This is an optimization exercise on Yosys and OpenROAD, whose aim is small area, a short achievable clock period and few clock cycles per item, not a production implementation. Where RTL was checked, it was by simulation tests only, not by an equivalence proof against the original. The RTL of runs 1 to 5 was laid out without a check of its function. Power is estimated from default activity; no workload was simulated.

`design/flow/design.v`:
```
`timescale 1ns / 1ps
`default_nettype none
package dtdn_pkg;
    function automatic logic [9:0] cum_days_b(input logic [3:0] k);
        cum_days_b = ({10{k == 4'd0}} & 10'd95)
            | ({10{k == 4'd1}} & 10'd95)
            | ({10{k == 4'd2}} & 10'd126)
            | ({10{k == 4'd3}} & 10'd154)
            | ({10{k == 4'd4}} & 10'd185)
            | ({10{k == 4'd5}} & 10'd215)
            | ({10{k == 4'd6}} & 10'd246)
            | ({10{k == 4'd7}} & 10'd276)
            | ({10{k == 4'd8}} & 10'd307)
            | ({10{k == 4'd9}} & 10'd338)
            | ({10{k == 4'd10}} & 10'd368)
            | ({10{k == 4'd11}} & 10'd399)
            | ({10{k == 4'd12}} & 10'd429)
            | ({10{k == 4'd13}} & 10'd95)
            | ({10{k == 4'd14}} & 10'd95)
            | ({10{k == 4'd15}} & 10'd95);
    endfunction
    function automatic logic [21:0] tab0(input logic [9:0] k);
        tab0 = ({22{k[1]}} & 22'd365242)
            | ({22{k[2]}} & 22'd730485)
            | ({22{k[3]}} & 22'd1095727)
            | ({22{k[4]}} & 22'd1460970)
            | ({22{k[5]}} & 22'd1826212)
            | ({22{k[6]}} & 22'd2191455)
            | ({22{k[7]}} & 22'd2556697)
            | ({22{k[8]}} & 22'd2921940)
            | ({22{k[9]}} & 22'd3287182);
    endfunction
    function automatic logic [21:0] tab1(input logic [9:0] k);
        tab1 = ({22{k[1]}} & 22'd36524)
            | ({22{k[2]}} & 22'd73048)
            | ({22{k[3]}} & 22'd109572)
            | ({22{k[4]}} & 22'd146096)
            | ({22{k[5]}} & 22'd182620)
            | ({22{k[6]}} & 22'd219144)
            | ({22{k[7]}} & 22'd255668)
            | ({22{k[8]}} & 22'd292192)
            | ({22{k[9]}} & 22'd328716);
    endfunction
    function automatic logic [21:0] tab2(input logic [9:0] k);
        tab2 = ({22{k[1]}} & 22'd3652)
            | ({22{k[2]}} & 22'd7305)
            | ({22{k[3]}} & 22'd10957)
            | ({22{k[4]}} & 22'd14610)
            | ({22{k[5]}} & 22'd18262)
            | ({22{k[6]}} & 22'd21915)
            | ({22{k[7]}} & 22'd25567)
            | ({22{k[8]}} & 22'd29220)
            | ({22{k[9]}} & 22'd32872);
    endfunction
    function automatic logic [11:0] tab3(input logic [9:0] k, input logic codd, input logic z);
        tab3 = ({12{k[1] && !codd && !z}} & 12'd366)
            | ({12{k[2] && !codd && !z}} & 12'd731)
            | ({12{k[3] && !codd && !z}} & 12'd1096)
            | ({12{k[4] && !codd && !z}} & 12'd1461)
            | ({12{k[5] && !codd && !z}} & 12'd1827)
            | ({12{k[6] && !codd && !z}} & 12'd2192)
            | ({12{k[7] && !codd && !z}} & 12'd2557)
            | ({12{k[8] && !codd && !z}} & 12'd2922)
            | ({12{k[9] && !codd && !z}} & 12'd3288)
            | ({12{k[0] && !codd && z}} & 12'd1)
            | ({12{k[1] && !codd && z}} & 12'd366)
            | ({12{k[2] && !codd && z}} & 12'd731)
            | ({12{k[3] && !codd && z}} & 12'd1096)
            | ({12{k[4] && !codd && z}} & 12'd1461)
            | ({12{k[5] && !codd && z}} & 12'd1827)
            | ({12{k[6] && !codd && z}} & 12'd2192)
            | ({12{k[7] && !codd && z}} & 12'd2557)
            | ({12{k[8] && !codd && z}} & 12'd2922)
            | ({12{k[9] && !codd && z}} & 12'd3288)
            | ({12{k[0] && codd && !z}} & 12'd1)
            | ({12{k[1] && codd && !z}} & 12'd366)
            | ({12{k[2] && codd && !z}} & 12'd731)
            | ({12{k[3] && codd && !z}} & 12'd1097)
            | ({12{k[4] && codd && !z}} & 12'd1462)
            | ({12{k[5] && codd && !z}} & 12'd1827)
            | ({12{k[6] && codd && !z}} & 12'd2192)
            | ({12{k[7] && codd && !z}} & 12'd2558)
            | ({12{k[8] && codd && !z}} & 12'd2923)
            | ({12{k[9] && codd && !z}} & 12'd3288)
            | ({12{k[0] && codd && z}} & 12'd1)
            | ({12{k[1] && codd && z}} & 12'd366)
            | ({12{k[2] && codd && z}} & 12'd731)
            | ({12{k[3] && codd && z}} & 12'd1097)
            | ({12{k[4] && codd && z}} & 12'd1462)
            | ({12{k[5] && codd && z}} & 12'd1827)
            | ({12{k[6] && codd && z}} & 12'd2192)
            | ({12{k[7] && codd && z}} & 12'd2558)
            | ({12{k[8] && codd && z}} & 12'd2923)
            | ({12{k[9] && codd && z}} & 12'd3288);
    endfunction
endpackage
`default_nettype wire
`timescale 1ns / 1ps
`timescale 1ns / 1ps
`timescale 1ns / 1ps
`timescale 1ns / 1ps
`default_nettype none
module date_text_to_day_number (
    input  wire logic   i_clk,
    input  wire logic   i_rst_n,
    input  wire logic          i_char_valid,
    output logic               o_char_ready,
    input  wire logic [7:0]    i_char_code,
    input  wire logic          i_char_last,
    output logic               o_day_valid,
    input  wire logic          i_day_ready,
    output logic [21:0]        o_day_number,
    output logic               o_day_status
);
    localparam logic [3:0] S_M0 = 4'd0, S_M1 = 4'd1, S_M2 = 4'd2,
                           S_D0 = 4'd4, S_D1 = 4'd5, S_OK = 4'd6, S_BAD = 4'd7,
                           S_Y0 = 4'd8, S_Y1 = 4'd9, S_Y2 = 4'd10, S_Y3 = 4'd11,
                           S_D2 = 4'd12;
    logic       r_rdy;
    logic       e_v, e_sl, e_last;
    logic [9:0] e_oh;       
    logic       e_dig;
    logic [3:0] e_d;
    logic [3:0]  r_st;
    logic [3:0]  r_mon;
    logic        r_mbad;
    logic        r_gt2;      
    logic [6:0]  r_day;
    logic        r_dadd;     
    logic        r_aodd;     
    logic        r_codd;     
    logic        r_z;        
    logic        r_gt, r_eq;  
    logic [21:0] r_acc;      
    logic        r_c1;       
    logic        r_c2;       
    logic        r_status;
    logic        r_pend;     
    logic        r_ov;
    logic        yd;         
    logic [1:0]  pos;        
    logic        acc_evt, busy, consume, fin;
    logic [3:0]  n_st, st_next;
    logic [3:0]  n_mon;
    logic        n_mbad;
    logic [6:0]  n_day;
    logic [21:0] op1, op2, op2m;
    logic        add, zero;
    logic [3:0]  p;
    logic [9:0]  cum_b;
    logic [9:0]  s0;
    logic [8:0]  s1;
    logic [7:0]  s2;
    logic [1:0]  c1;
    logic        leap_c;
    logic        ok;
    logic        n_gt, n_eq;
    logic [3:0]  ref_d;
    logic        ov_next, pend_next;
    logic        ev_next_v, ev_next_dig, ev_next_last;
    logic        in_dig, in_sl;
    logic [9:0]  in_oh;
    always_comb begin
        e_dig   = |e_oh;
        e_d[0]  = e_oh[1] | e_oh[3] | e_oh[5] | e_oh[7] | e_oh[9];
        e_d[1]  = e_oh[2] | e_oh[3] | e_oh[6] | e_oh[7];
        e_d[2]  = e_oh[4] | e_oh[5] | e_oh[6] | e_oh[7];
        e_d[3]  = e_oh[8] | e_oh[9];
        yd      = e_dig && r_st[3];
        pos     = r_st[1:0];
        acc_evt = e_last || yd;
        busy    = r_ov || r_pend;
        consume = e_v && !(acc_evt && busy);
        fin     = consume && e_last;
        n_st   = r_st;
        n_mon  = r_mon;
        n_mbad = r_mbad;
        n_day  = r_day;
        case (r_st)
            S_M0: begin
                n_mbad = 1'b0;
                if (e_dig)     begin n_st = S_M1; n_mon = e_d; end
                else if (e_sl) begin n_st = S_D0; n_mon = 4'd0; n_day = 7'd0; end
                else           n_st = S_BAD;
            end
            S_M1: begin
                if (e_dig) begin
                    n_st = S_M2;
                    if (r_mon == 4'd0)                         n_mon = e_d;
                    else if (r_mon == 4'd1 && e_d <= 4'd2)     n_mon = 4'd10 + e_d;
                    else                                       n_mbad = 1'b1;
                end
                else if (e_sl) begin n_st = S_D0; n_day = 7'd0; end
                else           n_st = S_BAD;
            end
            S_M2: begin
                if (e_dig)     begin n_st = S_D1; n_day = {3'd0, e_d}; end
                else if (e_sl) begin n_st = S_D0; n_day = 7'd0; end
                else           n_st = S_BAD;
            end
            S_D0: begin
                if (e_dig)     begin n_st = S_D1; n_day = {3'd0, e_d}; end
                else if (e_sl) n_st = S_Y0;
                else           n_st = S_BAD;
            end
            S_D1: begin
                if (e_dig)     begin n_st = S_D2; n_day = 7'({3'd0, r_day[3:0]} * 7'd10 + {3'd0, e_d}); end
                else if (e_sl) n_st = S_Y0;
                else           n_st = S_BAD;
            end
            S_D2: begin
                if (e_dig)     n_st = S_Y1;
                else if (e_sl) n_st = S_Y0;
                else           n_st = S_BAD;
            end
            S_Y0: begin
                if (e_dig)     n_st = S_Y1;
                else           n_st = S_BAD;
            end
            S_Y1: begin
                if (e_dig)     n_st = S_Y2;
                else           n_st = S_BAD;
            end
            S_Y2: begin
                if (e_dig)     n_st = S_Y3;
                else           n_st = S_BAD;
            end
            S_Y3: begin
                if (e_dig)     n_st = S_OK;
                else           n_st = S_BAD;
            end
            S_OK:    ;
            default: n_st = S_BAD;
        endcase
        case (pos)
            2'd0:    ref_d = 4'd1;
            2'd1:    ref_d = 4'd7;
            2'd2:    ref_d = 4'd5;
            default: ref_d = 4'd2;
        endcase
        n_gt = r_gt;
        n_eq = r_eq;
        if (yd) begin
            if (pos == 2'd0 || r_eq) begin
                n_gt = (e_d > ref_d);
                n_eq = (e_d == ref_d);
            end
        end
        ok = (n_st == S_OK) && (n_gt || n_eq) && !r_mbad;
        c1[1] = r_aodd ? (|e_oh[9:6]) : (|e_oh[9:8]);
        c1[0] = r_aodd ? (|e_oh[5:2]) : (|e_oh[7:4]);
        if (e_oh[0]) leap_c = r_gt2 && !r_codd && !r_z;
        else         leap_c = r_gt2 && (r_codd ? (e_oh[2] | e_oh[6]) : (e_oh[4] | e_oh[8]));
        for (int k = 0; k < 4; k++) p[k] = r_st[3] && !busy && (pos == 2'(k));
        op2 = ({22{p[0]}} & dtdn_pkg::tab0(e_oh))
            | ({22{p[1]}} & (dtdn_pkg::tab1(e_oh) | {20'd0, c1}))
            | ({22{p[2]}} & dtdn_pkg::tab2(e_oh))
            | ({22{p[3]}} & {10'd0, dtdn_pkg::tab3(e_oh, r_codd, r_z)});
        add  = consume && yd;
        zero = fin && !ok;
        cum_b = dtdn_pkg::cum_days_b(r_mon);
        op1  = p[0] ? {13'd6942, cum_b[8:0]} : r_acc;
        op2m = op2 | {15'd0, {7{r_dadd}} & r_day};
        s0 = {1'b0, op1[7:0], 1'b1}   + {1'b0, op2m[7:0], p[3] && leap_c};
        s1 = {1'b0, op1[14:8], 1'b1}  + {1'b0, op2m[14:8], r_c1};
        s2 = {op1[21:15], 1'b1}       + {op2m[21:15], r_c2};
    end
    assign in_dig = (i_char_code[7:4] == 4'h3) && (i_char_code[3:0] <= 4'd9);
    always_comb begin
        for (int k = 0; k < 10; k++) in_oh[k] = (i_char_code == 8'(8'h30 + k));
    end
    assign in_sl  = (i_char_code == 8'h2F);
    always_comb begin
        ov_next   = (r_ov && !i_day_ready) || (r_pend && !r_c1 && !r_c2 && !r_dadd);
        pend_next = fin || (r_pend && (r_c1 || r_c2 || r_dadd));
        if (r_rdy) begin
            ev_next_v    = i_char_valid;
            ev_next_dig  = in_dig;
            ev_next_last = i_char_last;
        end else begin
            ev_next_v    = e_v && !consume;
            ev_next_dig  = e_dig;
            ev_next_last = e_last;
        end
        st_next = !consume ? r_st : (e_last ? S_M0 : n_st);
    end
    always_ff @(posedge i_clk) begin
        if (!i_rst_n) begin
            e_v   <= 1'b0;
            r_rdy <= 1'b1;
        end else begin
            e_v   <= ev_next_v;
            r_rdy <= !((ov_next || pend_next) && ev_next_v &&
                       (ev_next_last || (ev_next_dig && st_next[3])));
        end
    end
    always_ff @(posedge i_clk) begin
        if (!e_v || consume) begin
            e_oh   <= (r_rdy && i_char_valid) ? in_oh : 10'd0;
            e_sl   <= in_sl;
            e_last <= i_char_last;
        end
    end
    always_ff @(posedge i_clk) begin
        if (!i_rst_n) begin
            r_st   <= S_M0;
            r_ov   <= 1'b0;
            r_pend <= 1'b0;
            r_c1   <= 1'b0;
            r_c2   <= 1'b0;
            r_dadd <= 1'b0;
        end else begin
            r_ov   <= ov_next;
            r_pend <= pend_next;
            r_c1   <= !zero && s0[9];
            r_dadd <= add && pos == 2'd3 && !zero;
            r_c2   <= !zero && s1[8];
            if (consume) begin
                r_st <= e_last ? S_M0 : n_st;
            end
        end
    end
    always_ff @(posedge i_clk) begin
        if (consume) begin
            r_mon  <= n_mon;
            r_mbad <= n_mbad;
            r_gt2  <= (n_mon > 4'd2);
            r_day  <= n_day;
        end
        if (consume && yd) begin
            r_gt <= n_gt;
            r_eq <= n_eq;
            case (pos)
                2'd0: r_aodd <= e_d[0];
                2'd1: r_aodd <= (2'({r_aodd, 1'b0} + e_d[1:0]) == 2'd0);
                2'd2: begin
                    r_codd <= e_d[0];
                    r_z    <= (e_d == 4'd0) && !r_aodd;
                end
                default: ;
            endcase
        end
        if (zero) begin
            r_acc <= 22'd0;
        end else begin
            r_acc <= {s2[7:1], s1[7:1], s0[8:1]};
        end
        if (fin) begin
            r_status <= !ok;
        end
    end
    assign o_char_ready = r_rdy;
    assign o_day_valid  = r_ov;
    assign o_day_number = r_acc;
    assign o_day_status = r_status;
endmodule
`default_nettype wire
```
`design/flow/run.sh`:
```
#!/bin/bash
# synth_recipe.tcl (not shown) runs the flow's synth.tcl, then flattens the netlist and writes it again
# the make line also repeats each setting of config.mk as NAME=value (left out here)
make -C /OpenROAD-flow-scripts/flow DESIGN_CONFIG=/design/flow/config.mk WORK_HOME=/design/flow/orfs CLKGATE_MAP_FILE= SYNTH_SCRIPT=/design/flow/synth_recipe.tcl finish
```
`design/flow/config.mk`:
```
export PLATFORM = sky130hd
export DESIGN_NAME = date_text_to_day_number
export DESIGN_NICKNAME = date_text_to_day_number
export VERILOG_FILES = /design/flow/design.v
export SDC_FILE = /design/flow/constraint.sdc
export NUM_CORES = 4
export LEC_CHECK = 0
export ABC_CLOCK_PERIOD_IN_PS = 3000
export CAP_MARGIN = 20
export CORE_MARGIN = 2
export CORE_UTILIZATION = 40
export CTS_BUF_LIST = sky130_fd_sc_hd__clkbuf_4 sky130_fd_sc_hd__clkbuf_8
export SETUP_SLACK_MARGIN = 4.2
export SLEW_MARGIN = 20
```
`design/flow/constraint.sdc`:
```
create_clock -name core_clock -period 7.5 [get_ports {i_clk}]
set_input_delay 1.5000 -clock core_clock [delete_from_list [all_inputs] [get_ports {i_clk}]]
set_output_delay 1.5000 -clock core_clock [all_outputs]
set_load 0.01 [all_outputs]
```
==> results of run 1 <==
[worst reg2reg max path, cell delays in order (launching register included)]
cell,delay [ps]
edfxtp_1,440
buf_4,160
buf_4,140
buf_4,150
nor4_4,380
inv_2,170
ha_1,340
o221ai_1,120
and3_1,200
nor4_4,200
buf_4,190
a41oi_4,130
buf_12,190
nor4b_2,280
[sequential cells by signal, indices dropped and copies added, names as in the netlist]
| register | count |
|---|---|
| r_eq | 1 |
| r_codd | 1 |
| r_aodd | 1 |
| r_dadd | 1 |
| r_gt2 | 1 |
| r_gt | 1 |
| r_rdy | 1 |
| e_sl | 1 |
| r_c2 | 1 |
| r_day | 7 |
| r_mon | 4 |
| e_last | 1 |
| e_oh | 10 |
| r_st | 4 |
| e_v | 1 |
| r_pend | 1 |
| r_mbad | 1 |
| r_z | 1 |
| r_status | 1 |
| r_c1 | 1 |
| r_ov | 1 |
| r_acc | 22 |
[report_power, final]
| group | total, W | switching [W] | internal (W) |
|---|---|---|---|
| clock | 0.000355 | 0.000164 | 0.000191 |
| combinational | 0.000199 | 0.000116 | 0.0000827 |
| sequential | 0.000406 | 0.0000234 | 0.000382 |
[final timing paths]
| check | from | end | slack (ps) | depth (start not counted) |
|---|---|---|---|---|
| worst max register to register | e_oh[7] | r_c1 | 4330 | 13 |
| worst min-delay path | r_st[1] | r_st[1] | 510 | 2 |
| worst max-delay path | e_oh[7] | r_c1 | 4330 | 13 |
| worst min register to register | r_st[1] | r_st[1] | 510 | 2 |
[layout make-up]
| type | instances | area share, % |
|---|---|---|
| Inverter | 38 | 2.171 |
| Sequential cell | 64 | 24.32 |
| Multi-Input combinational cell | 545 | 56.63 |
| Tap cell | 176 | 3.352 |
| Timing Repair Buffer | 67 | 10.08 |
| Clock buffer | 9 | 1.886 |
| Clock inverter | 7 | 1.562 |
[Yosys cell counts (all sizes together) (6+ instances only)]
library cell  count
nor2             74
nand2            65
a21oi            47
o21ai            39
inv              38
clkbuf           35
ha               34
dfxtp            33
edfxtp           31
nor3             28
nand3            21
nor4             17
nand2b           15
nor2b            14
xnor2            12
a21o             11
a31oi             9
o22ai             9
o31ai             9
and3              8
o221ai            7
o2bb2ai           7
or3               7
xor2              7
a21boi            6
and2              6
buf               6
nand3b            6
nand4             6
[routing by layer]
metal / part of all wire [%] / wire length (microns) / vias up / track usage (%)
met4: 3.6 / 593 / 0 / 11.41
met5: 0 / 0 / - / 0
met1: 46 / 7533 / 2509 / 32.85
met2: 43 / 7036 / 270 / 33.18
li1: - / - / 2613 / -
met3: 8.2 / 1348 / 55 / 4.276
[kinds of logic (layout without fill, tap and decap cells)]
family / after synthesis / count (layout)
AND/OR/NAND/NOR: 285 / 285
AO/OA/AOI/OAI: 197 / 198
buffers and inverters: 79 / 121
flip-flops: 64 / 64
adder cells (fa/ha/maj): 39 / 39
XOR/XNOR: 19 / 19
multiplexers: 4 / 4
[per-stage QoR]
stage	hold WS [ps]	utilization [%]
6_report	512.5	49.41
5_1_grt	551.1	49.41
3_3_place_gp	514.2	44.42
3_5_place_dp	516.9	44.42
4_1_cts	534.0	47.35
2_1_floorplan	501.2	-
[repair_timing]
item                       in CTS  in global routing
gates resized for setup        17                 18
pin swaps                       2                  4
setup endpoints to repair      25                 25
gates cloned                    1                  0
buffers inserted               11                 17
==> impl_metrics.ini, run 1 <==
[run_status]
status = complete, no violations

[yosys]
synth_edf_count = 31
yosys.area.top_type_share_pct = 16.98
synth_area_leaders = edfxtp_1 17%, dfxtp_1 12%, ha_1 7.8%
synth_mux_area_share_pct = 0.7987
synth_area_per_cell_sq_um = 7.981
yosys_warnings = 1
syn-num-nets = 739
synth-adder-area-share_pct = 9.585
synth.cell_area_sq_mm = 0.005483
synth_top_family_by_area = simple AND/OR/NAND/NOR gates
yosysSeqAreaShare_pct = 29.03
syn-instance-count = 687
yosys_register_bits = 64
synthArstFlopShare_pct = 0
synth_top_flop_cell = dfxtp_1
synth-simple-area-share_pct = 26.79
yosys.area.top_type = edfxtp_1
yosysUniqueCellTypes = 76
synth_compound_area_share_pct = 24.74
synth_xor_xnor_area_share_pct = 3.035

[cts]
cts_tree = built
cts_root_buffer = clkbuf_8
cts_num_sinks = 64
ctsHtreeMaxLevel = 3
cts_buffer_depth = 2
clock_latency_ps = 370
cts-buffers-inserted = 9
path_clk_slew_ps = 80
cts_hold_buf = 0

[finish]
regArea_sq_mm = 0.001598
layout.cells.non_filler = 906
n_fill_cell = 1280
final_nets = 777
antenna_cells = 0
final_common_cell = nor2_1
layout_common_cells = 72 x nor2_1, 65 x nand2_1, 47 x a21oi_1
fin_area_sq_mm = 0.006569
drive_above_1_share_pct = 13.29
area.growth.synth_to_final_pct = 19.81
multi_input_area_sq_mm = 0.003720

[worst_hold_path]
min_path_type = flop to flop

[timing]
fin_crit_sh_pct = 42.28
finalWorstSetupSlack_ps = 4329
layout_min_cycle_time_ps = 3171
worst_pin_slew_ps = 783.9
setup_viol = 0
fmax_mhz = 315.4
hold_viol = 0
setup_tns_ps = 0
slew_viol_final = 0
slew_headroom_pct = 47.58
skew_ps = 11.03
rsz0062_at_grt = true

[critical_path]
crit_fanout = 13
crit_required_ps = 7780
critPathLaunchType = flop
path_common_cell = buf_4
crit_path_max_incr_delay_ps = 440
path_class = flop to flop
slowest_stage = edfxtp_1
worst_setup_path_end_kind = flop
crit_chain = buf_4, buf_4, buf_4, nor4_4, inv_2, ha_1, o221ai_1, and3_1, nor4_4, buf_4, a41oi_4, buf_12, nor4b_2
path_buf_inv = 6
crit_arrival_ps = 3450
crit_family = simple AND/OR/NAND/NOR gates

[detailed_routing]
drc = 0
antenna_left = 0
wl_per_cell_microns = 18.23
num_vias = 5447
firstDrtPassIters = 6
routed_via_density = 6.012
drt-initial-drc-count = 636
wl_microns = 16510

[floorplanning]
io_pins = 38
fp-row-count = 42
coreArea_sq_mm = 0.01330
initial_utilization_pct = 41.24
chipWidth_microns = 121.1
dieArea_sq_mm = 0.01466
chipHeight_microns = 121.1

[pwr]
power_density_mw_per_mm2 = 146.0
peakVddDrop_mv = 0.06524
power_leakage_nw = 2.648
total_power_w = 0.0009592

[place]
dpl.cell_count = 861
pre_cts_ws_ps = 3419
io_buffers = 37
gp_congestion = 0.9465
dpl_cell_area_sq_mm = 0.005906
dp_hpwl_microns = 11430

[flow_run]
drv_cap = 0

[global_route]
antenna_found_initial = 0
grt-ovfl-total = 0
grt_pass1_vias = 4962
grt_first_pass_wirelength_microns = 26320
grt_max_degree = 39
grt_use_total_pct = 23.04
==> inputs of run 2 (changes only) <==
--- a/design/flow/config.mk
+++ b/design/flow/config.mk
@@ -11,4 +11,5 @@
 export CORE_UTILIZATION = 40
 export CTS_BUF_LIST = sky130_fd_sc_hd__clkbuf_4 sky130_fd_sc_hd__clkbuf_8
+export CTS_CLUSTER_SIZE = 24
 export SETUP_SLACK_MARGIN = 4.2
 export SLEW_MARGIN = 20
==> impl_metrics.ini, run 2 <==
[run_status]
status = complete, no violations

[detailed_routing]
drt-initial-drc-count = 636
routed_via_density = 6.012
wl_per_cell_microns = 18.23
firstDrtPassIters = 6
antenna_left = 0
drc = 0
wl_microns = 16510
num_vias = 5447

[critical_path]
path_common_cell = buf_4
crit_required_ps = 7780
rrSetupSlack_ps = 4330
timing.rr.start = e_oh[7]
r2r.worst_path.cells = 13
crit_chain = buf_4, buf_4, buf_4, nor4_4, inv_2, ha_1, o221ai_1, and3_1, nor4_4, buf_4, a41oi_4, buf_12, nor4b_2
critPathLaunch = e_oh[7]
worst_r2r_endpoint = r_c1
crit_arrival_ps = 3450
crit_fanout = 13
worst_setup_path_end_kind = flop
critPathLaunchType = flop
path_class = flop to flop
crit_path_max_incr_delay_ps = 440
slowest_stage = edfxtp_1

[yosys]
yosys.area.top_type_share_pct = 16.98
yosys_register_bits = 64
synth_area_per_cell_sq_um = 7.981
synthTopCellsByCount = 74 x nor2_1, 65 x nand2_1, 47 x a21oi_1
syn-num-nets = 739
synth.most_common_cell = nor2_1
syn-instance-count = 687
synth.cell_area_sq_mm = 0.005483
yosysSeqAreaShare_pct = 29.03
synth_top_flop_cell = dfxtp_1
yosys_warnings = 1
yosys.area.top_type = edfxtp_1
synth_area_leaders = edfxtp_1 17%, dfxtp_1 12%, ha_1 7.8%
synthArstFlopShare_pct = 0
yosysUniqueCellTypes = 76
synth_edf_count = 31

[global_route]
grt_pass1_vias = 4962
grt_first_pass_wirelength_microns = 26320
grt_max_degree = 39
grt-ovfl-total = 0
grt_use_total_pct = 23.04
antenna_found_initial = 0

[worst_hold_path]
whs_path_depth = 2
min_path_type = flop to flop
min_to = r_st[1]
min-delay-start = r_st[1]

[cts]
cts_buffer_depth = 2
cts_tree = built
cts_root_buffer = clkbuf_8
cts_num_sinks = 64
ctsHtreeMaxLevel = 3
clock_latency_ps = 370
cts-buffers-inserted = 9
path_clk_slew_ps = 80

[place]
io_buffers = 37
dp_hpwl_microns = 11430
gp_congestion = 0.9465

[finish]
regMostFlops = r_acc
layout_common_cells = 72 x nor2_1, 65 x nand2_1, 47 x a21oi_1
top_regs = r_acc (22), e_oh (10), r_day (7)
n_fill_cell = 1280
final_nets = 777
antenna_cells = 0
largest_register_ffs = 22
drive_above_1_share_pct = 13.29
final_common_cell = nor2_1
fin_util_pct = 49.41
area.growth.synth_to_final_pct = 19.81

[timing]
worst_pin_slew_ps = 783.9
slew_headroom_pct = 47.58
skew_ps = 11.03
setup_viol = 0
fin_crit_sh_pct = 42.28
hold_viol = 0
fmax_mhz = 315.4
slew_viol_final = 0
layout_min_cycle_time_ps = 3171
rsz0062_at_grt = true
setup_tns_ps = 0

[pwr]
power_leakage_nw = 2.648
peakVddDrop_mv = 0.06524
power_density_mw_per_mm2 = 146.0

[floorplanning]
fp-row-count = 42
dieArea_sq_mm = 0.01466
io_pins = 38
coreArea_sq_mm = 0.01330
chipHeight_microns = 121.1
chipWidth_microns = 121.1
initial_utilization_pct = 41.24

[flow_run]
drv_cap = 0
[run 2: cell counts after synthesis]
Identical to the previous run, type by type.
[run 2: power breakdown]
group	total [W]	internal (W)	switching, W
Clock	0.000355	0.000191	0.000164
Combinational	0.000199	0.0000827	0.000116
Sequential	0.000406	0.000382	0.0000234
Total	0.000959	0.000656	0.000304
[run 2: timing repair]
item,in CTS,in global routing
setup buffers,11,17
setup endpoints to repair,25,25
pin swaps,2,4
cloned,1,0
gates resized for setup,17,18
hold buffers,0,0
[run 2: kinds of logic (layout without fill, tap and decap cells)]
| group | Yosys count | in the layout | synth area share [%] |
|---|---|---|---|
| AND/OR/NAND/NOR | 285 | 285 | 26.79 |
| AO/OA/AOI/OAI | 197 | 198 | 24.74 |
| buffers and inverters | 79 | 121 | 6.025 |
| flip-flops | 64 | 64 | 29.03 |
| adder cells (fa/ha/maj) | 39 | 39 | 9.585 |
| XOR/XNOR | 19 | 19 | 3.035 |
| multiplexers | 4 | 4 | 0.7987 |
[run 2: worst max-delay path by stage]
stage / end / slack, ps
5_1_grt: r_c1 / 4140
2_1_floorplan: r_c1 / 4220
3_3_place_gp: r_c1 / 3590
6_report: r_c1 / 4330
4_1_cts: r_c1 / 4170
3_5_place_dp: r_c1 / 3420
[run 2: final cells by class]
type / count / area, sq um / area share, %
Timing Repair Buffer: 67 / 661.9 / 10.08
Tap cell: 176 / 220.2 / 3.352
Multi-Input combinational cell: 545 / 3720 / 56.63
Inverter: 38 / 142.6 / 2.171
Clock buffer: 9 / 123.9 / 1.886
Clock inverter: 7 / 102.6 / 1.562
Sequential cell: 64 / 1598 / 24.32
[run 2: routing by layer]
| layer | share of wire, % | global-route usage [%] |
|---|---|---|
| met1 | 46 | 32.85 |
| met2 | 43 | 33.18 |
| met3 | 8.2 | 4.276 |
| met4 | 3.6 | 11.41 |
| met5 | 0 | 0 |
[run 2: worst max-delay path: cells and delay by family (launching register included)]
family | cells | cell delay [ps]
flops | 1 | 440
fa+ha+maj | 1 | 340
simple gates | 4 | 1050
compound gates | 2 | 250
buf+inv | 6 | 1000
[run 2: metrics by stage]
| step | total power (W) | worst slack, ps | hold WS, ps | instance area [sq um] | cells |
|---|---|---|---|---|---|
| floorplan | 0.0005369 | 4215 | 501.2 | 5490 | 687 |
| global placement | 0.0005811 | 3587 | 514.2 | 5906 | 861 |
| detailed placement | 0.0005834 | 3419 | 516.9 | 5906 | 861 |
| CTS | 0.0009477 | 4172 | 534.0 | 6295 | 889 |
| global route | 0.001001 | 4135 | 551.1 | 6569 | 906 |
| finish | 0.0009592 | 4329 | 512.5 | 6569 | 906 |
==> inputs of run 3 (changes only) <==
--- a/design/flow/config.mk
+++ b/design/flow/config.mk
@@ -6,10 +6,9 @@
 export NUM_CORES = 4
 export LEC_CHECK = 0
-export ABC_CLOCK_PERIOD_IN_PS = 3000
+export ABC_CLOCK_PERIOD_IN_PS = 2800
 export CAP_MARGIN = 20
 export CORE_MARGIN = 2
 export CORE_UTILIZATION = 40
 export CTS_BUF_LIST = sky130_fd_sc_hd__clkbuf_4 sky130_fd_sc_hd__clkbuf_8
-export CTS_CLUSTER_SIZE = 24
-export SETUP_SLACK_MARGIN = 4.2
+export SETUP_SLACK_MARGIN = 4.5
 export SLEW_MARGIN = 20
==> impl_metrics.ini, run 3 <==
[run_status]
status = complete, no violations

[place]
io_buffers = 37
gp_congestion = 0.9607
dp_hpwl_microns = 11350
dpl_cell_area_sq_mm = 0.005954
pre_cts_ws_ps = 3450

[timing]
fmax_mhz = 329.0
slew_viol_final = 0
hold_viol = 0
rsz0062_at_grt = true
worst_pin_slew_ps = 685.7
skew_ps = 9.146
setup_tns_ps = 0
slew_headroom_pct = 54.11
layout_min_cycle_time_ps = 3040
hold_ws_ps = 540.5
setup_viol = 0
finalWorstSetupSlack_ps = 4460
fin_crit_sh_pct = 40.53

[finish]
n_fill_cell = 1188
final_nets = 838
top_regs = r_acc (22), e_oh (10), r_day (7)
final_common_cell = buf_4
largest_register_ffs = 22
drive_above_1_share_pct = 26.68
area.growth.synth_to_final_pct = 35.69
regMostFlops = r_acc
antenna_cells = 0
fin_area_sq_mm = 0.007440
layout_common_cells = 81 x buf_4, 67 x nor2_1, 63 x nand2_1

[yosys]
synth_edf_count = 31
synth_top_flop_cell = dfxtp_1
synth_area_per_cell_sq_um = 7.981
synth.most_common_cell = nor2_1
yosysUniqueCellTypes = 76
yosys.area.top_type = edfxtp_1
synthArstFlopShare_pct = 0
synth.cell_area_sq_mm = 0.005483
synth_area_leaders = edfxtp_1 17%, dfxtp_1 12%, ha_1 7.8%
yosysSeqAreaShare_pct = 29.03
yosys_warnings = 1
syn-num-nets = 739
synthTopCellsByCount = 74 x nor2_1, 65 x nand2_1, 47 x a21oi_1
syn-instance-count = 687
yosys_register_bits = 64
yosys.area.top_type_share_pct = 16.98

[detailed_routing]
wl_per_cell_microns = 19.45
drt-initial-drc-count = 804
antenna_left = 0
drc = 0
firstDrtPassIters = 7
wl_microns = 18810
routed_via_density = 6.187
num_vias = 5983

[pwr]
total_power_w = 0.001019
pwr-share-comb_pct = 23.7
clockPowerShare_pct = 36.9
seqPwrFrac_pct = 39.4
p_sw_share_pct = 30.38
net-switching-power_w = 0.0003095
power_leakage_nw = 3.028
p_int_w = 0.0007092
peakVddDrop_mv = 0.1281
power_density_mw_per_mm2 = 136.9

[global_route]
grt_pass1_vias = 5252
grt_use_total_pct = 24.18
antenna_found_initial = 0
grt_max_degree = 39
grt-ovfl-total = 0
grt_first_pass_wirelength_microns = 27520

[critical_path]
path_class = flop to flop
path_common_cell = nor2_1
crit_required_ps = 7760
path_buf_inv = 1
crit_fanout = 9
crit_arrival_ps = 3300
crit_path_max_incr_delay_ps = 530
worst_setup_path_end_kind = flop
crit_chain = buf_4, nor2_1, nand3b_1, a22oi_2, nand4_1, ha_4, a21o_1, a2111oi_4, a21boi_2, nor2_1, nor4_2, nor4b_2
critPathLaunchType = flop
slowest_stage = edfxtp_1
crit_family = simple AND/OR/NAND/NOR gates

[worst_hold_path]
min_path_type = flop to flop

[cts]
cts_tree = built
path_clk_slew_ps = 70
cts_hold_buf = 0
cts_root_buffer = clkbuf_8
clock_latency_ps = 380
ctsHtreeMaxLevel = 3
cts_num_sinks = 64
cts_buffer_depth = 2
cts-buffers-inserted = 9

[floorplanning]
initial_utilization_pct = 41.24
dieArea_sq_mm = 0.01466
coreArea_sq_mm = 0.01330
chipHeight_microns = 121.1
chipWidth_microns = 121.1
io_pins = 38
fp-row-count = 42

[flow_run]
drv_cap = 0
==> run 3: cell types whose count changed in the layout (fill, tap and decap cells not counted), sizes merged <==
cell,before,now
bufinv,2,3
inv,40,38
buf,30,89
clkbuf,9,11
clkinv,2,3
==> run 3: what timing repair did <==
action,CTS,global route
endpoints found under the setup margin,35,33
setup buffers,42,46
resized for setup,48,57
hold endpoints to repair,0,0
pin swaps,15,29
cloned,1,2
==> run 3: cells by family after synthesis <==
family	synth area share [%]
AO/OA/AOI/OAI	24.74
XOR/XNOR	3.035
adder cells (fa/ha/maj)	9.585
buffers and inverters	6.025
flip-flops	29.03
multiplexers	0.7987
AND/OR/NAND/NOR	26.79
==> run 3: routing by layer <==
layer  global-route usage (%)  share of wire (%)  wire length [microns]
met5                        0                  0                      0
met4                    8.503                4.7                    892
met3                    6.391                9.7                   1828
met2                    36.62                 44                   8321
met1                    33.19                 41                   7766
==> run 3: worst min-delay path: stages, from the launching register on <==
cell,delay [ps]
dfxtp_4,380
nand2_1,60
a21boi_0,60
==> run 3: per-stage QoR <==
stage | cells | util, %
after floorplan | 687 | -
after detailed placement | 860 | 44.79
after global placement | 860 | 44.74
final | 967 | 55.96
after CTS | 919 | 50.90
after global routing | 967 | 55.96
==> run 3: path summary, 6_finish.rpt <==
check / slack (ps) / to / depth (start not counted) / start
worst max-delay path: 4460 / r_c1 / 12 / e_oh[8]
worst min-delay path: 540 / r_st[1] / 2 / r_st[1]
worst max register to register: 4460 / r_c1 / 12 / e_oh[8]
worst min register to register: 540 / r_st[1] / 2 / r_st[1]
==> run 3: power groups by stage <==
stage	sequential, W	combinational (W)	clock (W)
floorplan	0.000399	0.000143	0
global placement	0.000415	0.000166	0
detailed placement	0.000416	0.000170	0
CTS	0.000405	0.000199	0.000380
global route	0.000403	0.000260	0.000394
finish	0.000402	0.000241	0.000376
==> run 3: final cells by class <==
class	instances	area, sq um	share of cell area (%)
tap	176	220.2	2.960
sequential	64	1605	21.58
clock inverter	7	118.9	1.598
clock buffer	9	123.9	1.665
timing repair buffer	128	1154	15.51
inverter	38	147.6	1.985
multi-input combinational	545	4070	54.71
==> inputs of run 4 (changes only) <==
==> design/flow/flow/run.sh (new file) <==
#!/bin/bash
# The standard layout (the standard.sh: ORFS synthesis through finish),
# with one change: the buffers that placement puts on the input and output
# ports are buf_2 cells instead of ORFS's default choice for sky130hd, a slow
# delay cell (clkdlybuf4s50_1). Every port still gets its own buffer.
# The make output goes to flow_make.log; ORFS keeps each step's log under
# orfs/logs/.
set -euo pipefail
export BUFFER_PORTS_ARGS="-buffer_cell sky130_fd_sc_hd__buf_2"
bash standard.sh finish > flow_make.log 2>&1
==> design/flow/standard.sh (new file) <==
#!/bin/bash
# synth_recipe.tcl (not shown) runs the flow's synth.tcl, then flattens the netlist and writes it again
# the make line also repeats each setting of config.mk as NAME=value (left out here)
make -C /OpenROAD-flow-scripts/flow DESIGN_CONFIG=/design/flow/config.mk WORK_HOME=/design/flow/orfs CLKGATE_MAP_FILE= SYNTH_SCRIPT=/design/flow/synth_recipe.tcl "${@:-finish}"
==> design/flow/config.mk (replaced) <==
export PLATFORM = sky130hd
export DESIGN_NAME = date_text_to_day_number
export DESIGN_NICKNAME = date_text_to_day_number
export VERILOG_FILES = /design/flow/design.v
export SDC_FILE = /design/flow/constraint.sdc
export NUM_CORES = 4
export LEC_CHECK = 0
export ABC_CLOCK_PERIOD_IN_PS = 3000
export CAP_MARGIN = 20
export CORE_MARGIN = 2
export CORE_UTILIZATION = 40
export SETUP_SLACK_MARGIN = 4.2
export SLEW_MARGIN = 20
removed: design/flow/run.sh
==> impl_metrics.ini, run 4 <==
[run_status]
status = complete, no violations

[finish]
largest_register_ffs = 22
drive_above_1_share_pct = 20.43
n_fill_cell = 1305
final_common_cell = nor2_1
layout_common_cells = 70 x nor2_1, 65 x nand2_1, 46 x a21oi_1
area.growth.synth_to_final_pct = 18.80
top_regs = r_acc (22), e_oh (10), r_day (7)
antenna_cells = 0
layout.cells.non_filler = 915
regMostFlops = r_acc
final_nets = 786
fin_util_pct = 48.99

[cts]
ctsHtreeMaxLevel = 3
cts_num_sinks = 64
cts_tree = built
clock_latency_ps = 350
path_clk_slew_ps = 60
cts-buffers-inserted = 9
cts_buffer_depth = 2
cts_root_buffer = clkbuf_16

[yosys]
synth_top_flop_cell = dfxtp_1
synth_edf_count = 31
yosysUniqueCellTypes = 76
yosys.area.top_type = edfxtp_1
synth_area_per_cell_sq_um = 7.981
yosys_register_bits = 64
synth.cell_area_sq_mm = 0.005483
synth_area_leaders = edfxtp_1 17%, dfxtp_1 12%, ha_1 7.8%
yosysSeqAreaShare_pct = 29.03
synth.most_common_cell = nor2_1
syn-num-nets = 739
yosys.area.top_type_share_pct = 16.98
synthTopCellsByCount = 74 x nor2_1, 65 x nand2_1, 47 x a21oi_1
syn-instance-count = 687
synthArstFlopShare_pct = 0
yosys_warnings = 1

[pwr]
total_power_w = 0.0009903
power_density_mw_per_mm2 = 152.0
power_leakage_nw = 2.747
peakVddDrop_mv = 0.1246

[global_route]
antenna_found_initial = 0
grt_max_degree = 39
grt-ovfl-total = 0
grt_first_pass_wirelength_microns = 26310
grt_pass1_vias = 4981
grt_use_total_pct = 23.01

[worst_hold_path]
whs_path_depth = 2
min_path_type = flop to flop
min-delay-start = r_st[1]
min_to = r_st[1]

[floorplanning]
coreArea_sq_mm = 0.01330
dieArea_sq_mm = 0.01466
io_pins = 38
initial_utilization_pct = 41.24
chipWidth_microns = 121.1
chipHeight_microns = 121.1
fp-row-count = 42

[timing]
worst_pin_slew_ps = 725.6
layout_min_cycle_time_ps = 3209
skew_ps = 8.647
rsz0062_at_grt = true
slew_viol_final = 0
fin_crit_sh_pct = 42.79
hold_viol = 0
slew_headroom_pct = 51.48
setup_tns_ps = 0
setup_viol = 0
fmax_mhz = 311.6

[flow_run]
drv_cap = 0

[detailed_routing]
drt-initial-drc-count = 613
firstDrtPassIters = 7
num_vias = 5462
antenna_left = 0
routed_via_density = 5.969
wl_per_cell_microns = 18.40
drc = 0
wl_microns = 16840

[critical_path]
worst_setup_path_end_kind = flop
path_class = flop to flop
rrSetupSlack_ps = 4290
slowest_stage = edfxtp_1
crit_arrival_ps = 3470
path_buf_inv = 4
timing.rr.start = e_oh[2]
crit_family = simple AND/OR/NAND/NOR gates
worst_r2r_endpoint = r_acc[7]
critPathLaunchType = flop
crit_path_max_incr_delay_ps = 460
crit_required_ps = 7770
r2r.worst_path.cells = 11
crit_chain = buf_4, buf_4, nor4_4, inv_2, ha_1, o221ai_1, and3_1, nor4_4, a41oi_4, buf_12, nor3_1
crit_fanout = 9

[place]
gp_congestion = 0.9765
dpl.cell_count = 860
dp_hpwl_microns = 11400
io_buffers = 37
## run 4: routing by layer
| metal | routed length, microns | GRT usage [%] |
|---|---|---|
| met1 | 7440 | 31.84 |
| met2 | 7299 | 33.32 |
| met3 | 1510 | 5.686 |
| met4 | 586 | 11.12 |
| met5 | 0 | 0 |
## run 4: per-stage QoR
stage          hold slack [ps]  setup WS, ps  cell area [sq um]
3_3_place_gp             516.6          3382               5713
6_report                 500.7          4291               6514
4_1_cts                  544.9          4205               6218
3_5_place_dp             530.3          3431               5719
5_1_grt                  536.6          4148               6514
2_1_floorplan            501.2          4215               5490
## run 4: power by group
part	leakage [nW]	internal [W]	switching (W)
registers	0.591	0.000383	0.0000231
clock network	0.126	0.000223	0.000163
logic	2.03	0.0000806	0.000118
total	2.75	0.000687	0.000304
## run 4: area by class of cell
type	count	area [sq um]	share of cell area, %
Multi-Input combinational cell	545	3769	57.86
Sequential cell	64	1598	24.53
Timing Repair Buffer	76	515.5	7.914
Clock buffer	11	232.7	3.573
Tap cell	176	220.2	3.381
Inverter	38	145.1	2.228
Clock inverter	5	33.78	0.5186
## run 4: how the worst max path moves through the flow
stage,startpoint,depth (start not counted),slack (ps),end
final,e_oh[2],11,4290,r_acc[7]
after global routing,e_oh[7],13,4150,r_acc[7]
after CTS,e_oh[6],11,4200,r_acc[7]
after detailed placement,r_st[0],13,3430,r_acc[20]
after global placement,r_st[3],11,3380,r_acc[7]
after floorplan,r_st[0],16,4220,r_c1
## run 4: cells by family (layout without fill, tap and decap cells)
group / after synthesis / count (layout) / share of synthesized area [%]
XOR/XNOR: 19 / 19 / 3.035
multiplexers: 4 / 4 / 0.7987
AO/OA/AOI/OAI: 197 / 198 / 24.74
AND/OR/NAND/NOR: 285 / 285 / 26.79
flip-flops: 64 / 64 / 29.03
buffers and inverters: 79 / 130 / 6.025
adder cells (fa/ha/maj): 39 / 39 / 9.585
## run 4: worst reg2reg max path, stage by stage, from the launching register on
cell	delay, ps
edfxtp_1	460
buf_4	220
buf_4	160
nor4_4	340
inv_2	180
ha_1	340
o221ai_1	120
and3_1	200
nor4_4	350
a41oi_4	340
buf_12	250
nor3_1	160
## run 4: repair_timing
| item | CTS | global route |
|---|---|---|
| pin swaps | 5 | 4 |
| gates cloned | 1 | 0 |
| setup endpoints to repair | 25 | 24 |
| resized for setup | 24 | 26 |
| hold buffers | 0 | 0 |
| setup buffers | 12 | 26 |
==> inputs of run 5 (changes only) <==
--- a/design/flow/design.v
+++ b/design/flow/design.v
@@ -135,4 +135,5 @@
     logic        r_c1;       
     logic        r_c2;       
+    logic        r_c3;       
     logic        r_status;
     logic        r_pend;     
@@ -149,7 +150,8 @@
     logic [3:0]  p;
     logic [9:0]  cum_b;
-    logic [9:0]  s0;
-    logic [8:0]  s1;
-    logic [7:0]  s2;
+    logic [7:0]  s0;
+    logic [7:0]  s1;
+    logic [6:0]  s2;
+    logic [5:0]  s3;
     logic [1:0]  c1;
     logic        leap_c;
@@ -262,7 +264,8 @@
         op1  = p[0] ? {13'd6942, cum_b[8:0]} : r_acc;
         op2m = op2 | {15'd0, {7{r_dadd}} & r_day};
-        s0 = {1'b0, op1[7:0], 1'b1}   + {1'b0, op2m[7:0], p[3] && leap_c};
-        s1 = {1'b0, op1[14:8], 1'b1}  + {1'b0, op2m[14:8], r_c1};
-        s2 = {op1[21:15], 1'b1}       + {op2m[21:15], r_c2};
+        s0 = {1'b0, op1[5:0], 1'b1}   + {1'b0, op2m[5:0], p[3] && leap_c};
+        s1 = {1'b0, op1[11:6], 1'b1}  + {1'b0, op2m[11:6], r_c1};
+        s2 = {1'b0, op1[16:12], 1'b1} + {1'b0, op2m[16:12], r_c2};
+        s3 = {op1[21:17], 1'b1}       + {op2m[21:17], r_c3};
     end
     assign in_dig = (i_char_code[7:4] == 4'h3) && (i_char_code[3:0] <= 4'd9);
@@ -272,6 +275,6 @@
     assign in_sl  = (i_char_code == 8'h2F);
     always_comb begin
-        ov_next   = (r_ov && !i_day_ready) || (r_pend && !r_c1 && !r_c2 && !r_dadd);
-        pend_next = fin || (r_pend && (r_c1 || r_c2 || r_dadd));
+        ov_next   = (r_ov && !i_day_ready) || (r_pend && !r_c1 && !r_c2 && !r_c3 && !r_dadd);
+        pend_next = fin || (r_pend && (r_c1 || r_c2 || r_c3 || r_dadd));
         if (r_rdy) begin
             ev_next_v    = i_char_valid;
@@ -309,11 +312,13 @@
             r_c1   <= 1'b0;
             r_c2   <= 1'b0;
+            r_c3   <= 1'b0;
             r_dadd <= 1'b0;
         end else begin
             r_ov   <= ov_next;
             r_pend <= pend_next;
-            r_c1   <= !zero && s0[9];
+            r_c1   <= !zero && s0[7];
             r_dadd <= add && pos == 2'd3 && !zero;
-            r_c2   <= !zero && s1[8];
+            r_c2   <= !zero && s1[7];
+            r_c3   <= !zero && s2[6];
             if (consume) begin
                 r_st <= e_last ? S_M0 : n_st;
@@ -344,5 +349,5 @@
             r_acc <= 22'd0;
         end else begin
-            r_acc <= {s2[7:1], s1[7:1], s0[8:1]};
+            r_acc <= {s3[5:1], s2[5:1], s1[6:1], s0[6:1]};
         end
         if (fin) begin
--- a/design/flow/config.mk
+++ b/design/flow/config.mk
@@ -10,4 +10,5 @@
 export CORE_MARGIN = 2
 export CORE_UTILIZATION = 40
+export CTS_BUF_LIST = sky130_fd_sc_hd__clkbuf_4 sky130_fd_sc_hd__clkbuf_8
 export SETUP_SLACK_MARGIN = 4.2
 export SLEW_MARGIN = 20
==> impl_metrics.ini, run 5 <==
[run_status]
status = complete, no violations

[timing]
setup_viol = 0
rsz0062_at_grt = true
layout_min_cycle_time_ps = 3311
skew_ps = 9.701
worst_pin_slew_ps = 906.0
hold_viol = 0
setup_tns_ps = 0
slew_viol_final = 0
slew_headroom_pct = 39.04
fin_crit_sh_pct = 44.14
fmax_mhz = 302.1

[critical_path]
crit_family = simple AND/OR/NAND/NOR gates
worst_r2r_endpoint = r_c2
path_buf_inv = 2
crit_required_ps = 7750
path_class = flop to flop
slowest_stage = or4_4
crit_arrival_ps = 3560
crit_chain = buf_4, nor2_4, clkinvlp_4, or3_4, and2_1, or4_4, ha_1, a21o_1, a21oi_2, o21ai_2, a2111oi_4, nor4b_1
timing.rr.start = e_oh[9]
critPathLaunch = e_oh[9]
rrSetupSlack_ps = 4190
worst_setup_path_end_kind = flop
crit_path_max_incr_delay_ps = 500
r2r.worst_path.cells = 12
crit_fanout = 2
critPathLaunchType = flop

[finish]
largest_register_ffs = 22
layout_common_cells = 63 x nor2_1, 51 x nand2_1, 39 x o21ai_0
layout.cells.non_filler = 884
n_fill_cell = 1318
final_common_cell = nor2_1
regArea_sq_mm = 0.001617
drive_above_1_share_pct = 20.08
final_nets = 756
fin_util_pct = 48.17
area.growth.synth_to_final_pct = 18.57
multi_input_area_sq_mm = 0.003596
regMostFlops = r_acc
top_regs = r_acc (22), e_oh (10), r_day (7)

[place]
dp_hpwl_microns = 11960
io_buffers = 37
gp_congestion = 0.9320
dpl.cell_count = 836

[detailed_routing]
routed_via_density = 6.097
firstDrtPassIters = 5
drc = 0
drt-initial-drc-count = 598
wl_microns = 17800
wl_per_cell_microns = 20.13
antenna_left = 0
num_vias = 5390

[floorplanning]
dieArea_sq_mm = 0.01428
initial_utilization_pct = 40.63
chipHeight_microns = 119.5
fp-row-count = 42
coreArea_sq_mm = 0.01314
io_pins = 38
chipWidth_microns = 119.5

[global_route]
grt_pass1_vias = 5131
grt_max_degree = 36
antenna_found_initial = 1
grt-busiest-layer = met2
grt.met1_usage_pct = 34.31
grt-ovfl-total = 0
grt_use_total_pct = 25.24
grt_first_pass_wirelength_microns = 28140
grt.met2_usage_pct = 40.04
use_met3_pct = 4.183

[pwr]
pwr-share-comb_pct = 19.7
p_sw_share_pct = 30.01
net-switching-power_w = 0.0002935
p_int_w = 0.0006845
seqPwrFrac_pct = 42.1
power_density_mw_per_mm2 = 154.5
power_leakage_nw = 2.680
clockPowerShare_pct = 38.3
peakVddDrop_mv = 0.1196

[yosys]
synth.cell_area_sq_mm = 0.005338
synthArstFlopShare_pct = 0
yosys_warnings = 1
synth_edf_count = 31
yosys.area.top_type = edfxtp_1
synthTopCellsByCount = 66 x nor2_1, 51 x nand2_1, 45 x o21ai_0
synth-adder-area-share_pct = 10.45
synth_xor_xnor_area_share_pct = 2.625
yosys_register_bits = 65
syn-instance-count = 666
yosys.area.top_type_share_pct = 17.44
synth_mux_area_share_pct = 0.7501
synth_compound_area_share_pct = 23.04
synth_area_per_cell_sq_um = 8.014
synth-simple-area-share_pct = 26.54
syn-num-nets = 720
yosysSeqAreaShare_pct = 30.19
yosysUniqueCellTypes = 69
synth_area_leaders = edfxtp_1 17%, dfxtp_1 13%, ha_1 8.2%
synth_top_family_by_area = simple AND/OR/NAND/NOR gates
synth.most_common_cell = nor2_1
synth_top_flop_cell = dfxtp_1

[cts]
cts_num_sinks = 65
cts_hold_buf = 0
cts_buffer_depth = 2
path_clk_slew_ps = 80
cts_tree = built
cts-buffers-inserted = 9
cts_root_buffer = clkbuf_8
ctsHtreeMaxLevel = 3
clock_latency_ps = 370

[worst_hold_path]
min_to = r_day[6]
min-delay-start = r_day[6]
min_path_type = flop to flop
whs_path_depth = 2

[flow_run]
drv_cap = 0
==> run 5: cell types whose count changed after synthesis, moves of 5 or more <==
cell	before	now
o21ai_0	38	45
a21oi_1	47	42
o2bb2ai_1	7	1
nand2_1	65	51
nor2b_1	14	21
a22oi_1	3	8
nor2_1	74	66
nand3b_1	6	1
clkbuf_1	34	40
==> run 5: cell type report <==
type / instances / share of cell area, %
inverters: 41 / 2.788
diodes: 1 / 0.03954
clock buffers: 9 / 1.957
well taps: 176 / 3.480
clock inverters: 7 / 1.878
repair buffers: 70 / 7.493
flip-flops and latches: 65 / 25.54
multi-input cells: 515 / 56.82
==> run 5: power groups by stage <==
stage / clock (W) / combinational [W] / sequential [W]
CTS: 0.000383 / 0.000184 / 0.000411
finish: 0.000374 / 0.000192 / 0.000412
global placement: 0 / 0.000160 / 0.000420
detailed placement: 0 / 0.000163 / 0.000420
global route: 0.000395 / 0.000211 / 0.000414
floorplan: 0 / 0.000134 / 0.000405
==> run 5: worst max path at each step <==
stage / end / slack (ps) / depth (start not counted)
2_1_floorplan: r_acc[11] / 4220 / 16
3_3_place_gp: r_c2 / 3490 / 11
3_5_place_dp: r_c2 / 3510 / 11
4_1_cts: r_c2 / 4110 / 11
5_1_grt: r_c2 / 4120 / 11
6_report: r_c2 / 4190 / 12
==> run 5: per-layer routing <==
layer  wire length, microns  up-vias
met1                   7615     2558
met5                      0        -
li1                       -     2507
met4                    588        0
met2                   8207      280
met3                   1383       45
==> run 5: logic make-up after synthesis <==
logic type,count (synthesis)
and+or+nand+nor,268
DFF,65
AOI/OAI and AO/OA,185
muxes,4
adders and majority gates,41
xor gates and xnor gates,16
buffers and inverters,87
==> run 5: tightest hold or removal path, cell delays in order (launching register included) <==
cell	delay [ps]
edfxtp_1	360
nand2_1	50
o21ai_0	60
==> run 5: metrics by stage <==
step | total power [W] | area (sq um) | hold slack [ps] | worst slack, ps
2_1_floorplan | 0.0005386 | 5341 | 501.4 | 4219
3_3_place_gp | 0.0005793 | 5582 | 561.7 | 3493
3_5_place_dp | 0.0005833 | 5582 | 565.2 | 3507
4_1_cts | 0.0009784 | 6158 | 578.3 | 4114
5_1_grt | 0.001020 | 6329 | 617.7 | 4117
6_report | 0.0009780 | 6329 | 590.0 | 4189
==> run 5: repair_timing <==
item                                    CTS  global route
cloned                                    1             0
pin swaps                                 7             7
gates resized for setup                  28            35
endpoints found under the setup margin   45            26
buffers inserted                         25             5
==> inputs of run 6 (changes only) <==
--- a/design/flow/design.v
+++ b/design/flow/design.v
@@ -120,5 +120,5 @@
     logic       e_v, e_sl, e_last;
     logic [9:0] e_oh;       
-    logic       e_dig;
+    logic       e_dig;      
     logic [3:0] e_d;
     logic [3:0]  r_st;
@@ -164,5 +164,4 @@
     logic [9:0]  in_oh;
     always_comb begin
-        e_dig   = |e_oh;
         e_d[0]  = e_oh[1] | e_oh[3] | e_oh[5] | e_oh[7] | e_oh[9];
         e_d[1]  = e_oh[2] | e_oh[3] | e_oh[6] | e_oh[7];
@@ -301,4 +300,5 @@
         if (!e_v || consume) begin
             e_oh   <= (r_rdy && i_char_valid) ? in_oh : 10'd0;
+            e_dig  <= r_rdy && i_char_valid && in_dig;
             e_sl   <= in_sl;
             e_last <= i_char_last;
--- a/design/flow/config.mk
+++ b/design/flow/config.mk
@@ -6,9 +6,9 @@
 export NUM_CORES = 4
 export LEC_CHECK = 0
-export ABC_CLOCK_PERIOD_IN_PS = 3000
+export ABC_CLOCK_PERIOD_IN_PS = 2600
 export CAP_MARGIN = 20
 export CORE_MARGIN = 2
 export CORE_UTILIZATION = 40
 export CTS_BUF_LIST = sky130_fd_sc_hd__clkbuf_4 sky130_fd_sc_hd__clkbuf_8
-export SETUP_SLACK_MARGIN = 4.2
+export SETUP_SLACK_MARGIN = 4.7
 export SLEW_MARGIN = 20
==> impl_metrics.ini, run 6 <==
[run_status]
status = complete, no violations

[detailed_routing]
firstDrtPassIters = 5
routed_via_density = 5.879
drc = 0
antenna_left = 0
wl_per_cell_microns = 18.03
num_vias = 5309
drt-initial-drc-count = 482
wl_microns = 16280

[floorplanning]
fp-row-count = 42
initial_utilization_pct = 40.70
io_pins = 38
dieArea_sq_mm = 0.01431
chipWidth_microns = 119.6
chipHeight_microns = 119.6
coreArea_sq_mm = 0.01314

[global_route]
antenna_found_initial = 0
grt-ovfl-total = 0
grt_use_total_pct = 22.60
grt_first_pass_wirelength_microns = 25560
grt_pass1_vias = 4883
grt_max_degree = 30

[timing]
hold_viol = 0
slew_viol_final = 0
fmax_mhz = 322.8
setup_tns_ps = 0
setup_viol = 0
fin_crit_sh_pct = 41.31
rsz0062_at_grt = true
layout_min_cycle_time_ps = 3098
skew_ps = 12.34
slew_headroom_pct = 34.03
worst_pin_slew_ps = 982.0
hold_ws_ps = 524.0

[yosys]
synth_area_per_cell_sq_um = 7.970
yosys.area.top_type_share_pct = 17.97
synthTopCellsByCount = 66 x nor2_1, 61 x nand2_1, 55 x o21ai_0
syn-num-nets = 725
yosysSeqAreaShare_pct = 30.70
yosysUniqueCellTypes = 75
syn-instance-count = 671
yosys_register_bits = 66
synthArstFlopShare_pct = 0
synth_edf_count = 32
synth_top_flop_cell = dfxtp_1
synth_area_leaders = edfxtp_1 18%, dfxtp_1 13%, ha_1 8.2%
synth.most_common_cell = nor2_1
yosys_warnings = 1
synth.cell_area_sq_mm = 0.005348
yosys.area.top_type = edfxtp_1

[critical_path]
crit_required_ps = 7770
crit_path_max_incr_delay_ps = 580
path_class = flop to flop
path_common_cell = a21oi_2
r2r.worst_path.cells = 12
rrSetupSlack_ps = 4400
worst_r2r_endpoint = r_acc[10]
timing.rr.start = e_oh[5]
crit_fanout = 5
crit_family = simple AND/OR/NAND/NOR gates
crit_chain = or4_4, or2_4, inv_4, o211ai_1, or3_1, ha_1, a21oi_2, nor2_2, a211o_1, a21oi_2, xor2_1, nor2_1
path_buf_inv = 1
crit_arrival_ps = 3370
slowest_stage = or4_4
critPathLaunchType = flop
worst_setup_path_end_kind = flop

[worst_hold_path]
min-delay-start = r_rdy
min_to = r_rdy
min_path_type = flop to flop
whs_path_depth = 2

[place]
dp_hpwl_microns = 10910
gp_congestion = 0.9212
io_buffers = 37

[pwr]
power_leakage_nw = 2.727
p_int_w = 0.0006184
net-switching-power_w = 0.0002529
total_power_w = 0.0008713
p_sw_share_pct = 29.02
power_density_mw_per_mm2 = 130.3
clockPowerShare_pct = 37.4
seqPwrFrac_pct = 46.3
peakVddDrop_mv = 0.07531
pwr-share-comb_pct = 16.3

[finish]
area.growth.synth_to_final_pct = 25.08
layout_common_cells = 61 x nand2_1, 50 x o21ai_0, 47 x nor2_1
top_regs = r_acc (22), e_oh (10), r_day (7)
largest_register_ffs = 22
regMostFlops = r_acc
final_common_cell = nand2_1
drive_above_1_share_pct = 26.41
final_nets = 776
antenna_cells = 0

[flow_run]
drv_cap = 0

[cts]
cts-buffers-inserted = 9
cts_tree = built
cts_buffer_depth = 2
cts_root_buffer = clkbuf_8
ctsHtreeMaxLevel = 3
cts_hold_buf = 0
cts_num_sinks = 66
path_clk_slew_ps = 80
clock_latency_ps = 370
==> run 6: cell count changes after synthesis, sizes merged, moves of 5 or more <==
cell    delta
o21ai     +11
nand4      -5
o41ai      +5
o31ai      -7
nand2     +10
o221ai     -5
or3        -6
==> run 6: layer usage <==
metal,GRT usage [%],wire [microns]
met1,30.63,7192
met2,35.89,7509
met3,3.755,1102
met4,9.191,474
met5,0,0
==> run 6: through the flow <==
stage / worst slack, ps / instances / util (%) / instance area (sq um)
after CTS: 4381 / 889 / 48.79 / 6410
final: 4402 / 903 / 50.91 / 6689
after global routing: 4207 / 903 / 50.91 / 6689
after global placement: 3798 / 841 / 42.66 / 5604
after detailed placement: 3700 / 841 / 42.66 / 5604
after floorplan: 4565 / 671 / - / 5405
==> run 6: cell families after synthesis <==
family | Yosys count | share of synthesized area, %
AND/OR/NAND/NOR | 266 | 25.20
AO/OA/AOI/OAI | 193 | 23.77
buffers and inverters | 84 | 6.340
flip-flops | 66 | 30.70
adder cells (fa/ha/maj) | 41 | 10.44
XOR/XNOR | 18 | 2.948
multiplexers | 3 | 0.6083
==> run 6: how the worst max path moves through the flow <==
stage          startpoint   endpoint  slack [ps]  depth (start not counted)
6_report          e_oh[5]  r_acc[10]        4400                         12
5_1_grt           e_oh[7]  r_acc[11]        4210                         11
4_1_cts           e_oh[5]       r_c2        4380                         12
3_5_place_dp      r_st[3]  r_acc[11]        3700                         11
3_3_place_gp      r_st[3]  r_acc[11]        3800                         11
2_1_floorplan     e_oh[5]  r_acc[10]        4570                         13
==> run 6: power by group through the flow <==
stage | combinational [W] | sequential (W) | clock [W]
after floorplan | 0.0000857 | 0.000400 | 0
after global placement | 0.000101 | 0.000412 | 0
after detailed placement | 0.000104 | 0.000412 | 0
after CTS | 0.000132 | 0.000403 | 0.000336
after global routing | 0.000155 | 0.000405 | 0.000349
final | 0.000142 | 0.000403 | 0.000326
==> run 6: worst register-to-register path, stage by stage, from the launching register on <==
cell and delay (ps):
edfxtp_1 460, or4_4 580, or2_4 270, inv_4 70, o211ai_1 130, or3_1 390
ha_1 290, a21oi_2 170, nor2_2 60, a211o_1 240, a21oi_2 130, xor2_1 150
nor2_1 50
==> run 6: cell type report <==
cell class                      count  area (sq um)
Clock inverter                      6         72.57
Multi-Input combinational cell    521          3789
Clock buffer                       10         137.6
Fill cell                        1242          6449
Tap cell                          176         220.2
Inverter                           38         148.9
Timing Repair Buffer               86         676.9
Sequential cell                    66          1644
==> run 6: repair_timing <==
action | 4_1_cts | 5_1_grt
hold endpoints to repair | 0 | 0
endpoints found under the setup margin | 32 | 30
setup buffers | 29 | 14
cloned | 3 | 0
pin swaps | 28 | 20
gates resized for setup | 65 | 38
Testbench counts of run 6, summed over its fixed seeds: cycles 28,567, items 3,200.
==> inputs of run 7 (changes only) <==
--- a/design/flow/config.mk
+++ b/design/flow/config.mk
@@ -6,9 +6,9 @@
 export NUM_CORES = 4
 export LEC_CHECK = 0
-export ABC_CLOCK_PERIOD_IN_PS = 2600
+export ABC_CLOCK_PERIOD_IN_PS = 2800
 export CAP_MARGIN = 20
 export CORE_MARGIN = 2
 export CORE_UTILIZATION = 40
 export CTS_BUF_LIST = sky130_fd_sc_hd__clkbuf_4 sky130_fd_sc_hd__clkbuf_8
-export SETUP_SLACK_MARGIN = 4.7
+export SETUP_SLACK_MARGIN = 4.5
 export SLEW_MARGIN = 20
==> impl_metrics.ini, run 7 <==
[place]
dp_hpwl_microns = 10930
io_buffers = 37
gp_congestion = 0.9040

[floorplanning]
dieArea_sq_mm = 0.01431
coreArea_sq_mm = 0.01314
chipWidth_microns = 119.6
io_pins = 38
chipHeight_microns = 119.6
fp-row-count = 42
initial_utilization_pct = 40.70

[detailed_routing]
routed_via_density = 5.890
firstDrtPassIters = 5
drt-initial-drc-count = 511
num_vias = 5342
wl_per_cell_microns = 18.35
wl_microns = 16640
antenna_left = 0
drc = 0

[pwr]
p_int_w = 0.0006167
net-switching-power_w = 0.0002417
p_sw_share_pct = 28.15
seqPwrFrac_pct = 46.9
pwr-share-comb_pct = 15.6
power_density_mw_per_mm2 = 129.7
peakVddDrop_mv = 0.08264
total_power_w = 0.0008583
power_leakage_nw = 2.758
clockPowerShare_pct = 37.5

[yosys]
yosysSeqAreaShare_pct = 30.70
synth_xor_xnor_area_share_pct = 2.948
synthArstFlopShare_pct = 0
synth_edf_count = 32
synth_area_per_cell_sq_um = 7.970
synth_top_flop_cell = dfxtp_1
synthTopCellsByCount = 66 x nor2_1, 61 x nand2_1, 55 x o21ai_0
syn-num-nets = 725
synth_compound_area_share_pct = 23.77
yosys_register_bits = 66
synth-adder-area-share_pct = 10.44
syn-instance-count = 671
yosys_warnings = 1
yosys.area.top_type = edfxtp_1
yosys.area.top_type_share_pct = 17.97
synth_top_family_by_area = simple AND/OR/NAND/NOR gates
synth_mux_area_share_pct = 0.6083
yosysUniqueCellTypes = 75
synth-simple-area-share_pct = 25.20
synth_area_leaders = edfxtp_1 18%, dfxtp_1 13%, ha_1 8.2%
synth.cell_area_sq_mm = 0.005348
synth.most_common_cell = nor2_1

[finish]
n_fill_cell = 1326
antenna_cells = 0
top_regs = r_acc (22), e_oh (10), r_day (7)
area.growth.synth_to_final_pct = 23.75
regMostFlops = r_acc
drive_above_1_share_pct = 25.58
multi_input_area_sq_mm = 0.003732
largest_register_ffs = 22
layout_common_cells = 61 x nand2_1, 53 x nor2_1, 49 x o21ai_0
regArea_sq_mm = 0.001645
final_common_cell = nand2_1
final_nets = 780

[timing]
setup_viol = 0
slew_viol_final = 0
hold_viol = 0
fin_crit_sh_pct = 42.09
skew_ps = 15.06
fmax_mhz = 316.8
worst_pin_slew_ps = 1001
rsz0062_at_grt = true
setup_tns_ps = 0
slew_headroom_pct = 32.76
layout_min_cycle_time_ps = 3157

[critical_path]
slowest_stage = or4_4
crit_required_ps = 7780
worst_setup_path_end_kind = flop
timing.rr.start = e_oh[5]
rrSetupSlack_ps = 4340
worst_r2r_endpoint = r_acc[10]
r2r.worst_path.cells = 12
crit_chain = or4_4, or2_4, inv_4, o211ai_1, or3_1, ha_1, a21oi_2, nor2_2, a211o_1, a21oi_2, xor2_1, nor2_1
crit_path_max_incr_delay_ps = 580
critPathLaunchType = flop
crit_fanout = 5
crit_arrival_ps = 3430
path_common_cell = a21oi_2
path_class = flop to flop

[cts]
cts_tree = built
clock_latency_ps = 380
cts-buffers-inserted = 9
path_clk_slew_ps = 80
ctsHtreeMaxLevel = 3
cts_hold_buf = 0
cts_root_buffer = clkbuf_8
cts_buffer_depth = 2
cts_num_sinks = 66

[worst_hold_path]
min-delay-start = r_st[1]
min_to = r_st[1]
whs_path_depth = 2
min_path_type = flop to flop

[flow_run]
drv_cap = 0

[global_route]
grt_max_degree = 40
grt_use_total_pct = 22.30
grt-ovfl-total = 0
grt_first_pass_wirelength_microns = 25470
grt_pass1_vias = 4972
antenna_found_initial = 0

[run_status]
status = complete, no violations
==> run 7: area by class of cell <==
cell class              instances  area share, %
flip-flops and latches         66          24.86
inverters                      38          2.250
clock buffers                  12          2.307
repair buffers                 90          10.08
clock inverters                 4         0.7752
multi-input cells             521          56.40
well taps                     176          3.328
==> run 7: cell families after synthesis <==
| logic type | Yosys count |
|---|---|
| AND/OR/NAND/NOR | 266 |
| buffers and inverters | 84 |
| XOR/XNOR | 18 |
| adder cells (fa/ha/maj) | 41 |
| flip-flops | 66 |
| multiplexers | 3 |
| AO/OA/AOI/OAI | 193 |
==> run 7: power by group through the flow <==
stage          clock network (W)  registers [W]  logic (W)
3_5_place_dp                   0       0.000412   0.000103
6_report                0.000322       0.000403   0.000133
2_1_floorplan                  0       0.000400  0.0000846
3_3_place_gp                   0       0.000412   0.000100
4_1_cts                 0.000330       0.000402   0.000115
5_1_grt                 0.000341       0.000404   0.000147
==> run 7: worst max-delay path, delay by kind of cell (launching register included) <==
family                   cells  cell delay [ps]
buffers and inverters        1               60
XOR/XNOR                     1              160
adder cells (fa/ha/maj)      1              310
flip-flops                   1              470
AND/OR/NAND/NOR              5             1360
AO/OA/AOI/OAI                4              710
==> run 7: what timing repair did <==
item,CTS,global route
resized for setup,29,67
endpoints found under the hold margin,0,0
pin swaps,5,25
buffers inserted,21,26
setup endpoints to repair,27,26
cloned,0,3
==> run 7: how the worst max path moves through the flow <==
stage,start,end,depth (start not counted)
after floorplan,r_st[0],r_acc[5],15
after global placement,e_oh[7],r_acc[1],9
after detailed placement,e_oh[7],r_acc[1],9
after CTS,e_oh[5],r_acc[10],12
after global routing,e_oh[5],r_acc[5],13
final,e_oh[5],r_acc[10],12
==> run 7: routing by layer <==
| layer | vias to the layer above | wire length, microns | global-route usage (%) | share of wire (%) |
|---|---|---|---|---|
| met4 | 0 | 591 | 9.265 | 3.6 |
| met3 | 51 | 1046 | 4.183 | 6.3 |
| met1 | 2527 | 7446 | 29.65 | 45 |
| met2 | 211 | 7558 | 35.61 | 45 |
| met5 | - | 0 | 0 | 0 |
| li1 | 2553 | - | - | - |
==> run 7: stage by stage <==
step                      area, sq um  instances  utilization [%]  hold slack (ps)  worst slack (ps)
after global placement           5590        841            42.55            515.3              3914
after global routing             6618        907            50.37            548.9              4229
final                            6618        907            50.37            515.0              4343
after floorplan                  5373        671                -            492.1              4496
after detailed placement         5590        841            42.55            515.0              3881
after CTS                        6067        878            46.18            535.2              4379

Re-timed with assumed drivers on the ports (clkbuf_16 on the clock, buf_2 on other inputs), run 7 has 4.343 ns of setup slack against 4.343 ns with ideal ports, and 4.343 ns once port delays also move by the mid clock arrival of 0.406 ns.
